This is an optimization exercise on Yosys and OpenROAD, whose aim is small area, not a production implementation. Function was checked by simulation only, so behaviour that the tests miss may differ from the original. Power figures rest on the tool's default switching activity, not on a simulated workload.

Setup of old:
// fpau_top
module fpau_top
(
	input  logic                    pclk,
	input  logic                    rst_n,
	input  logic                    psel,
	input  logic                    penable,
	input  logic                    pwrite,
	input  logic [5-1:0] paddr,
	input  fpau_pkg::fp_word_t      pwdata,
	output fpau_pkg::fp_word_t      prdata,
	output logic                    pready,
	output logic                    pslverr
);
Size: roughly 950 cells after synthesis, about 76 I/O pins.
Settings: LEC_CHECK=0, ABC_AREA=1, CAP_MARGIN=20, CORE_MARGIN=2, CORE_UTILIZATION=40, SLEW_MARGIN=20; clock period 10.0 ns.
standard.sh (not shown) runs the stock make flow with config.mk's settings and CLKGATE_MAP_FILE= SYNTH_SCRIPT=/design/flow/synth_recipe.tcl, a recipe that flattens the netlist after the stock synthesis.
==> flow/flow/run.sh <==
#!/bin/bash
# Own layout flow: the standard ORFS flow, with
#  - combinational logic mapped by ABC with each flow/abc_*.abc script,
#    keeping the smallest (registers come
#    from the unchanged synthesis script, so their names and cells match the
#    standard synthesis; checked below against a reference run),
#  - no half/full adder extraction (ABC maps those gates too),
#  - minimum-size port buffers,
#  - clock tree of clkbuf_8 without dummy loads.
set -euo pipefail
W=$(pwd)
F=$W/flow

# reference: the standard synthesis, in its own work folder
sed -e "s#WORK_HOME=[^ ]*#WORK_HOME=$W/orfs_ref#" standard.sh > std_ref.sh
bash std_ref.sh synth > log_ref_synth.log 2>&1

# own synthesis script: synth_recipe.tcl with ABC run once per script in
# flow/abc_*.abc, keeping the smallest mapping
{
	cat <<'EOT'
proc abc {args} {
  set i [lsearch -exact $args -script]
  set lib [lindex $args [expr {[lsearch -exact $args -liberty] + 1}]]
  design -save own_pre_abc
  set best -1
  foreach script [lsort [glob $::env(OWN_ABC_DIR)/abc_*.abc]] {
    design -load own_pre_abc
    lset args [expr {$i + 1}] $script
    yosys abc {*}$args
    set out [tee -q -s result.string stat -liberty $lib]
    regexp {Chip area for module[^:]*:\s*([0-9.]+)} $out -> area
    puts "own abc: $script area $area"
    if {$best < 0 || $area < $best} {
      set best $area
      design -save own_best_abc
    }
  }
  design -load own_best_abc
  puts "own abc: kept area $best"
}
EOT
	cat synth_recipe.tcl
} > own_synth.tcl
export OWN_ABC_DIR=$F
sed -e "s#SYNTH_SCRIPT=[^ ]*#SYNTH_SCRIPT=$W/own_synth.tcl#" standard.sh > own.sh

EXTRA=(
	"BUFFER_PORTS_ARGS=-buffer_cell sky130_fd_sc_hd__buf_1"
	"ADDER_MAP_FILE="
	"CTS_ARGS=-sink_clustering_enable -repair_clock_nets -dont_use_dummy_load -buf_list sky130_fd_sc_hd__clkbuf_8"
)
bash own.sh "${EXTRA[@]}" synth > log_own_synth.log 2>&1

# the registers must be the standard synthesis's: same names, same cells
R=orfs_ref/results/sky130hd/fpau_top/base/1_2_yosys.v
O=orfs/results/sky130hd/fpau_top/base/1_2_yosys.v
grep -E '^\s*sky130_fd_sc_hd__(df|edf|sdf)' $R | awk '{print $1, $2}' | sort > regs_ref.txt
grep -E '^\s*sky130_fd_sc_hd__(df|edf|sdf)' $O | awk '{print $1, $2}' | sort > regs_own.txt
if ! cmp -s regs_ref.txt regs_own.txt; then
	echo "register mismatch with the standard synthesis" | tee log_regcheck.log
	exit 1
fi
echo "registers match: $(wc -l < regs_own.txt)" > log_regcheck.log

bash own.sh "${EXTRA[@]}" finish > log_own_finish.log 2>&1
==> flow/flow/abc_d3ms1q.abc <==
strash
ifraig
dc2
&get -n
&deepsyn -T 60 -S 1
&put
dch -f
amap -F 10 -A 50 -m
topo
==> flow/flow/abc_d3ms3.abc <==
strash
ifraig
dc2
&get -n
&deepsyn -T 60 -S 3
&put
dch -f
map -a
strash
dch -f
map -a
strash
dch -f
amap -F 10 -A 50 -m
topo
==> flow/flow/abc_d3ms4.abc <==
strash
ifraig
dc2
&get -n
&deepsyn -T 60 -S 4
&put
dch -f
map -a
strash
dch -f
map -a
strash
dch -f
amap -F 10 -A 50 -m
topo
==> flow/flow/abc_d3ms5.abc <==
strash
ifraig
dc2
&get -n
&deepsyn -T 60 -S 5
&put
dch -f
map -a
strash
dch -f
map -a
strash
dch -f
amap -F 10 -A 50 -m
topo
==> flow/flow/abc_d3ms6.abc <==
strash
ifraig
dc2
&get -n
&deepsyn -T 60 -S 6
&put
dch -f
map -a
strash
dch -f
map -a
strash
dch -f
amap -F 10 -A 50 -m
topo
==> flow/flow/abc_d3ms7.abc <==
strash
ifraig
dc2
&get -n
&deepsyn -T 60 -S 7
&put
dch -f
map -a
strash
dch -f
map -a
strash
dch -f
amap -F 10 -A 50 -m
topo
==> flow/flow/abc_d3ms8.abc <==
strash
ifraig
dc2
&get -n
&deepsyn -T 60 -S 8
&put
dch -f
map -a
strash
dch -f
map -a
strash
dch -f
amap -F 10 -A 50 -m
topo
Other scripts of this flow, unchanged in this note and not shown: flow/flow/abc_d3.abc, flow/flow/abc_d3m.abc, flow/flow/abc_d3ms1.abc, flow/flow/abc_d3ms2.abc, flow/flow/abc_d3s1.abc
old ended with every stage complete and zero timing, DRC or antenna violations.
> inputs changed (old -> new)
==> flow/flow/abc_b7.abc (new file) <==
strash
ifraig
balance
 rewrite
 refactor
 balance
 rewrite
 rewrite -z
 balance
 refactor -z
 rewrite -z
 balance
dch -f
map -a
strash
dch -f
amap -F 10 -A 50
topo
==> flow/flow/abc_c3.abc (new file) <==
strash
ifraig
dc2
dch -f
map -a
strash
dch -f
map -a
strash
dch -f
amap -F 10 -A 50
topo
==> flow/flow/abc_d3s2.abc (new file) <==
strash
ifraig
dc2
&get -n
&deepsyn -T 60 -S 2
&put
dch -f
map -a
strash
dch -f
map -a
strash
dch -f
amap -F 10 -A 50
topo
removed: flow/flow/abc_d3ms1q.abc
removed: flow/flow/abc_d3ms3.abc
removed: flow/flow/abc_d3ms4.abc
removed: flow/flow/abc_d3ms5.abc
removed: flow/flow/abc_d3ms6.abc
removed: flow/flow/abc_d3ms7.abc
removed: flow/flow/abc_d3ms8.abc
Notes after the runs:
Met1 usage in global routing in new vs old: up 1.3 points
In the tables for new and old, power density over cell area reads lower with new.
Diff new and old: minimum clock period lower in old
[compare] base=old new=new: power barely changed, maximum clock rate dropped 1.5%.
new: total length of routed met2 wires 1.5% above old

[static timing again, ports no longer ideal]
In the flow no input, the clock included, has a driving cell. The finished layouts below were timed again as built, in two steps. Step 1 sets driving cells, clkbuf_16 on the clock port and buf_2 on the other inputs (assumed; they add their load-dependent delay and slew). Step 2, shift: input delay + t, output delay - t, t = (earliest + latest rising clock arrival at the registers) / 2. This alone moves slack from input paths to output paths. a / b / c = ideal ports / drivers / drivers and shift; a / b = the first two.
run | t (ns) | setup WS [ns] | worst register clock-pin slew, ns
old | 0.419 | 0.795 / 0.811 / 0.392 | 0.10 / 0.10
new | 0.422 | 0.653 / 0.674 / 0.252 | 0.11 / 0.11
After both steps setup and hold are still met in every run listed. The setup slack of old, which loses most, moves by +0.016 ns with the drivers and by -0.403 ns with both steps.
